Background: an optimization exercise with open tools, aiming at small area, a short achievable clock period and few clock cycles per item. Do not read the settings as production practice.
Function was checked by simulation only, so behaviour that the tests miss may differ from the original.
Power and IR drop assume default switching activity.

==> flow/design.v <==
module axi_block_bridge #(
  parameter int ADDR_WIDTH     = 64,
  parameter int AXI_DATA_WIDTH = 64,
  parameter int BLOCK_WIDTH    = 512
) (
  input  logic                        clk,
  input  logic                        arstn,
  input  logic                        i_start_read,
  input  logic                        i_start_write,
  input  logic [ADDR_WIDTH-1:0]       i_addr,
  input  logic [BLOCK_WIDTH-1:0]      i_data_block,
  output logic [BLOCK_WIDTH-1:0]      o_data_block,
  output logic                        o_read_last,
  output logic                        o_b_resp,
  output logic                        o_bus_error,
  output logic [ADDR_WIDTH-1:0]       m_araddr,
  output logic [7:0]                  m_arlen,
  output logic [2:0]                  m_arsize,
  output logic [1:0]                  m_arburst,
  output logic                        m_arvalid,
  input  logic                        m_arready,
  input  logic [AXI_DATA_WIDTH-1:0]   m_rdata,
  input  logic [1:0]                  m_rresp,
  input  logic                        m_rlast,
  input  logic                        m_rvalid,
  output logic                        m_rready,
  output logic [ADDR_WIDTH-1:0]       m_awaddr,
  output logic [7:0]                  m_awlen,
  output logic [2:0]                  m_awsize,
  output logic [1:0]                  m_awburst,
  output logic                        m_awvalid,
  input  logic                        m_awready,
  output logic [AXI_DATA_WIDTH-1:0]   m_wdata,
  output logic [AXI_DATA_WIDTH/8-1:0] m_wstrb,
  output logic                        m_wlast,
  output logic                        m_wvalid,
  input  logic                        m_wready,
  input  logic [1:0]                  m_bresp,
  input  logic                        m_bvalid,
  output logic                        m_bready
);
  localparam int BEATS = BLOCK_WIDTH / AXI_DATA_WIDTH;
  localparam int OFF_W = $clog2(BLOCK_WIDTH / 8);
  localparam logic [7:0] AX_LEN  = 8'(BEATS - 1);
  localparam logic [2:0] AX_SIZE = 3'($clog2(AXI_DATA_WIDTH / 8));
  logic                                 busy_q, wbusy_q, apend_q;
  logic                                 arvalid_q, rready_q, rdone_q;
  logic                                 awvalid_q, wvalid_q, bready_q, bdone_q;
  logic [BEATS-1:0]                     rptr_q, wptr_q;
  logic [ADDR_WIDTH-1:OFF_W]            addr_q;
  logic [AXI_DATA_WIDTH-1:0]            wcur_q, wnext;
  logic [BEATS-1:1][AXI_DATA_WIDTH-1:0] wbuf_q;
  logic [BEATS-1:0][AXI_DATA_WIDTH-1:0] rblk_q;
  logic                                 acc_w, acc_r, r_hs, b_hs, r_end, w_end;
  logic                                 arvalid_d, awvalid_d, wvalid_d;
  assign acc_w = !busy_q && i_start_write;
  assign acc_r = !busy_q && !i_start_write && i_start_read;
  assign r_hs  = m_rvalid && rready_q;
  assign b_hs  = m_bvalid && bready_q;
  assign r_end = m_rvalid && rptr_q[BEATS-1];
  assign w_end = m_wready && wptr_q[BEATS-1];
  assign arvalid_d = acc_r || (arvalid_q && !m_arready);
  assign awvalid_d = acc_w || (awvalid_q && !m_awready);
  assign wvalid_d  = acc_w || (wvalid_q && !w_end);
  always_ff @(posedge clk or negedge arstn) begin
    if (!arstn) begin
      busy_q    <= 1'b0;
      wbusy_q   <= 1'b0;
      apend_q   <= 1'b0;
      arvalid_q <= 1'b0;
      rready_q  <= 1'b0;
      rdone_q   <= 1'b0;
      awvalid_q <= 1'b0;
      wvalid_q  <= 1'b0;
      bready_q  <= 1'b0;
      bdone_q   <= 1'b0;
      rptr_q    <= '0;
      wptr_q    <= '0;
    end else begin
      busy_q    <= busy_q ? !(rdone_q || bdone_q) : (i_start_write || i_start_read);
      wbusy_q   <= acc_w || (wbusy_q && !bdone_q);
      apend_q   <= arvalid_d || awvalid_d;
      arvalid_q <= arvalid_d;
      rready_q  <= (arvalid_q && m_arready) || (rready_q && !r_end);
      rdone_q   <= r_end;
      awvalid_q <= awvalid_d;
      wvalid_q  <= wvalid_d;
      bready_q  <= (bready_q && !m_bvalid) ||
                   (!awvalid_d && !wvalid_d && (awvalid_q || wvalid_q));
      bdone_q   <= b_hs;
      if (acc_r)     rptr_q <= BEATS'(1);
      else if (r_hs) rptr_q <= rptr_q << 1;
      if (acc_w)         wptr_q <= BEATS'(1);
      else if (m_wready) wptr_q <= wptr_q << 1;
    end
  end
  always_comb begin
    wnext = '0;
    for (int k = 1; k < BEATS; k++)
      wnext = wnext | ({AXI_DATA_WIDTH{wptr_q[k-1]}} & wbuf_q[k]);
  end
  always_ff @(posedge clk) begin
    if (!wbusy_q) wbuf_q <= i_data_block[BLOCK_WIDTH-1:AXI_DATA_WIDTH];
  end
  always_ff @(posedge clk or negedge arstn) begin
    if (!arstn) begin
      addr_q <= '0;
      wcur_q <= '0;
    end else begin
      if (!apend_q)      addr_q <= i_addr[ADDR_WIDTH-1:OFF_W];
      if (!wbusy_q)      wcur_q <= i_data_block[AXI_DATA_WIDTH-1:0];
      else if (m_wready) wcur_q <= wnext;
    end
  end
  always_ff @(posedge clk or negedge arstn) begin
    if (!arstn) rblk_q <= '0;
    else begin
      for (int k = 0; k < BEATS; k++)
        if (rptr_q[k]) rblk_q[k] <= m_rdata;
    end
  end
  assign o_data_block = rblk_q;
  assign o_read_last  = rdone_q;
  assign o_b_resp     = bdone_q;
  assign m_arvalid = arvalid_q;
  assign m_rready  = rready_q;
  assign m_awvalid = awvalid_q;
  assign m_wvalid  = wvalid_q;
  assign m_bready  = bready_q;
  assign m_wdata   = wcur_q;
  assign m_wlast   = wptr_q[BEATS-1];
  assign m_wstrb   = '1;
  assign m_araddr  = {addr_q, {OFF_W{1'b0}}};
  assign m_arlen   = AX_LEN;
  assign m_arsize  = AX_SIZE;
  assign m_arburst = 2'b01;
  assign m_awaddr  = {addr_q, {OFF_W{1'b0}}};
  assign m_awlen   = AX_LEN;
  assign m_awsize  = AX_SIZE;
  assign m_awburst = 2'b01;
  logic err_q;
  always_ff @(posedge clk or negedge arstn) begin
    if (!arstn) err_q <= 1'b0;
    else if ((r_hs && m_rresp != 2'b00) || (b_hs && m_bresp != 2'b00)) err_q <= 1'b1;
  end
  assign o_bus_error = err_q;
  logic unused_in;
  assign unused_in = &{1'b0, m_rlast, i_addr[OFF_W-1:0]};
endmodule
clock: 5.0 ns
lec_check: 0
cap_margin: 20
core_area: 3 3 307 307
cts_cluster_diameter: 70
cts_cluster_size: 25
die_area: 0 0 310 310
setup_slack_margin: 2.7
slew_margin: 20
standard.sh (not shown) runs the stock make flow with config.mk's settings and CLKGATE_MAP_FILE= SYNTH_SCRIPT=/design/flow/synth_recipe.tcl, a recipe that flattens the netlist after the stock synthesis.
==> flow/flow/run.sh <==
#!/bin/bash
# The standard ORFS layout, with plain buffers on the ports instead of the delay cells
# buffer_ports picks by default, and the top and bottom pins on met2 and met4, so the die
# can be small. Every ORFS step keeps its own log under orfs/logs/; make's output goes to
# make.log.
set -euo pipefail
bash standard.sh \
  BUFFER_PORTS_ARGS="-buffer_cell sky130_fd_sc_hd__buf_1" \
  IO_PLACER_V="met2 met4" \
  finish > make.log 2>&1
The baseline completed without violations.
Testbench counts at the start, summed over its fixed seeds: cycles 47,467, items 3,200.
Edit:
--- a/flow/design.v
+++ b/flow/design.v
@@ -46,5 +46,5 @@
   logic                                 busy_q, wbusy_q, apend_q;
   logic                                 arvalid_q, rready_q, rdone_q;
-  logic                                 awvalid_q, wvalid_q, bready_q, bdone_q;
+  logic                                 awvalid_q, wvalid_q, bready_q;
   logic [BEATS-1:0]                     rptr_q, wptr_q;
   logic [ADDR_WIDTH-1:OFF_W]            addr_q;
@@ -74,10 +74,9 @@
       wvalid_q  <= 1'b0;
       bready_q  <= 1'b0;
-      bdone_q   <= 1'b0;
       rptr_q    <= '0;
       wptr_q    <= '0;
     end else begin
-      busy_q    <= busy_q ? !(rdone_q || bdone_q) : (i_start_write || i_start_read);
-      wbusy_q   <= acc_w || (wbusy_q && !bdone_q);
+      busy_q    <= busy_q ? !(rdone_q || b_hs) : (i_start_write || i_start_read);
+      wbusy_q   <= acc_w || (wbusy_q && !b_hs);
       apend_q   <= arvalid_d || awvalid_d;
       arvalid_q <= arvalid_d;
@@ -88,5 +87,4 @@
       bready_q  <= (bready_q && !m_bvalid) ||
                    (!awvalid_d && !wvalid_d && (awvalid_q || wvalid_q));
-      bdone_q   <= b_hs;
       if (acc_r)     rptr_q <= BEATS'(1);
       else if (r_hs) rptr_q <= rptr_q << 1;
@@ -122,5 +120,5 @@
   assign o_data_block = rblk_q;
   assign o_read_last  = rdone_q;
-  assign o_b_resp     = bdone_q;
+  assign o_b_resp     = b_hs;
   assign m_arvalid = arvalid_q;
   assign m_rready  = rready_q;
- The new run finished clean
- power went down by 5.2%
- wire length went down by 2.4%
- die area does not change
- fmax went down by 2.5%
- global-route usage went down by 0.90 points
- combinational power went down by about 10%
- setup slack loses 0.060 ns
- synthesized area barely changes
- count of clock-buffer cells in the layout went down by 5
Testbench counts after the change, summed over its fixed seeds: cycles 45,951, items 3,200.

---

== rev 12 ==
// axi_block_bridge: RTL as listed in full above, without the edits since
==> flow/config.mk <==
export PLATFORM = sky130hd
export DESIGN_NAME = axi_block_bridge
export DESIGN_NICKNAME = axi_block_bridge
export VERILOG_FILES = /design/flow/design.v
export SDC_FILE = /design/flow/constraint.sdc
export NUM_CORES = 4
export LEC_CHECK = 0
export CAP_MARGIN = 20
export CORE_AREA = 3 3 307 307
export CTS_CLUSTER_DIAMETER = 70
export CTS_CLUSTER_SIZE = 25
export DIE_AREA = 0 0 310 310
export SETUP_SLACK_MARGIN = 2.7
export SLEW_MARGIN = 20
==> flow/constraint.sdc <==
create_clock -name core_clock -period 5.0 [get_ports {clk}]
set_input_delay 1.0000 -clock core_clock [delete_from_list [all_inputs] [get_ports {clk}]]
set_output_delay 1.0000 -clock core_clock [all_outputs]
set_load 0.01 [all_outputs]
==> flow/flow/run.sh <==
#!/bin/bash
# The standard ORFS layout, with plain buffers on the ports instead of the delay cells
# buffer_ports picks by default, the top and bottom pins on met2 and met4, so the die can
# be small, and the clock pin at the middle of the left edge. Every ORFS step keeps its own
# log under orfs/logs/; make's output goes to make.log.
set -euo pipefail
bash standard.sh \
  BUFFER_PORTS_ARGS="-buffer_cell sky130_fd_sc_hd__buf_1" \
  IO_PLACER_V="met2 met4" \
  PRE_IO_PLACEMENT_TCL="$PWD/flow/io.tcl" \
  finish > make.log 2>&1
==> flow/flow/io.tcl <==
# Put the clock pin at the middle of the left edge, next to where the clock tree starts.
set_io_pin_constraint -pin_names {clk} -region left:150-160
Testbench counts of rev 12, summed over its fixed seeds: cycles 47,467, items 3,200.
Changes in rev 13 relative to rev 12:
diff --git a/flow/design.v b/flow/design.v
--- a/flow/design.v
+++ b/flow/design.v
@@ -44,9 +44,9 @@
   localparam logic [7:0] AX_LEN  = 8'(BEATS - 1);
   localparam logic [2:0] AX_SIZE = 3'($clog2(AXI_DATA_WIDTH / 8));
   logic                                 busy_q, wbusy_q, apend_q;
   logic                                 arvalid_q, rready_q, rdone_q;
-  logic                                 awvalid_q, wvalid_q, bready_q, bdone_q;
+  logic                                 awvalid_q, wvalid_q, bready_q;
   logic [BEATS-1:0]                     rptr_q, wptr_q;
   logic [ADDR_WIDTH-1:OFF_W]            addr_q;
   logic [AXI_DATA_WIDTH-1:0]            wcur_q, wnext;
   logic [BEATS-1:1][AXI_DATA_WIDTH-1:0] wbuf_q;
@@ -72,23 +72,21 @@
       rdone_q   <= 1'b0;
       awvalid_q <= 1'b0;
       wvalid_q  <= 1'b0;
       bready_q  <= 1'b0;
-      bdone_q   <= 1'b0;
       rptr_q    <= '0;
       wptr_q    <= '0;
     end else begin
-      busy_q    <= busy_q ? !(rdone_q || bdone_q) : (i_start_write || i_start_read);
-      wbusy_q   <= acc_w || (wbusy_q && !bdone_q);
+      busy_q    <= busy_q ? !(rdone_q || b_hs) : (i_start_write || i_start_read);
+      wbusy_q   <= acc_w || (wbusy_q && !b_hs);
       apend_q   <= arvalid_d || awvalid_d;
       arvalid_q <= arvalid_d;
       rready_q  <= (arvalid_q && m_arready) || (rready_q && !r_end);
       rdone_q   <= r_end;
       awvalid_q <= awvalid_d;
       wvalid_q  <= wvalid_d;
       bready_q  <= (bready_q && !m_bvalid) ||
                    (!awvalid_d && !wvalid_d && (awvalid_q || wvalid_q));
-      bdone_q   <= b_hs;
       if (acc_r)     rptr_q <= BEATS'(1);
       else if (r_hs) rptr_q <= rptr_q << 1;
       if (acc_w)         wptr_q <= BEATS'(1);
       else if (m_wready) wptr_q <= wptr_q << 1;
@@ -120,9 +118,9 @@
     end
   end
   assign o_data_block = rblk_q;
   assign o_read_last  = rdone_q;
-  assign o_b_resp     = bdone_q;
+  assign o_b_resp     = b_hs;
   assign m_arvalid = arvalid_q;
   assign m_rready  = rready_q;
   assign m_awvalid = awvalid_q;
   assign m_wvalid  = wvalid_q;
==> notes.md <==
After detailed routing, rev 12 needs more wire than rev 13.
Rev 13 -> rev 12: total of hold buffers inserted after clock tree synthesis delta 0, exact match
For rev 12, the worst setup path endpoint was wcur_q[59], unlike rev 13, where it was o_b_resp.
Side by side, design area turned out lower in rev 13 than in rev 12.
The total number of clock tree sinks on rev 12 is in line with that on rev 13.
Status: routed via count parity (rev 13, rev 12)
Combinational fraction of design power in rev 13 vs rev 12: down 0.3 points
Testbench counts of rev 13, summed over its fixed seeds: cycles 45,951, items 3,200.

-- re-timing with driven ports --
No port has a modelled driver above. Below, the same layouts with a new extraction and two added sets of constraints.
Step 1 assumes that a clkbuf_16 drives the clock port and a buf_2 every other input.
Step 2 moves the port delays by t, midway between the first and last clock arrival at a register: inputs arrive t later, outputs are due t later. That takes back most of the time a late clock gives input paths.
Slacks: ideal ports / drivers / drivers and shift; pairs: ideal ports / drivers.
run | t, ns | setup WS [ns] | cell pins on the clock port's net
the first run of note 1 | 0.766 | 2.665 / 2.593 / 2.132 | 1
the second run of note 1 | 0.720 | 2.605 / 2.475 / 2.310 | 1
rev 12 | 0.706 | 2.685 / 2.656 / 2.227 | 1
rev 13 | 0.716 | 2.618 / 2.479 / 2.469 | 1
After both steps every run listed still meets setup and hold. The setup slack of the first run of note 1, which loses most, moves by -0.072 ns with the drivers and by -0.533 ns with both steps.
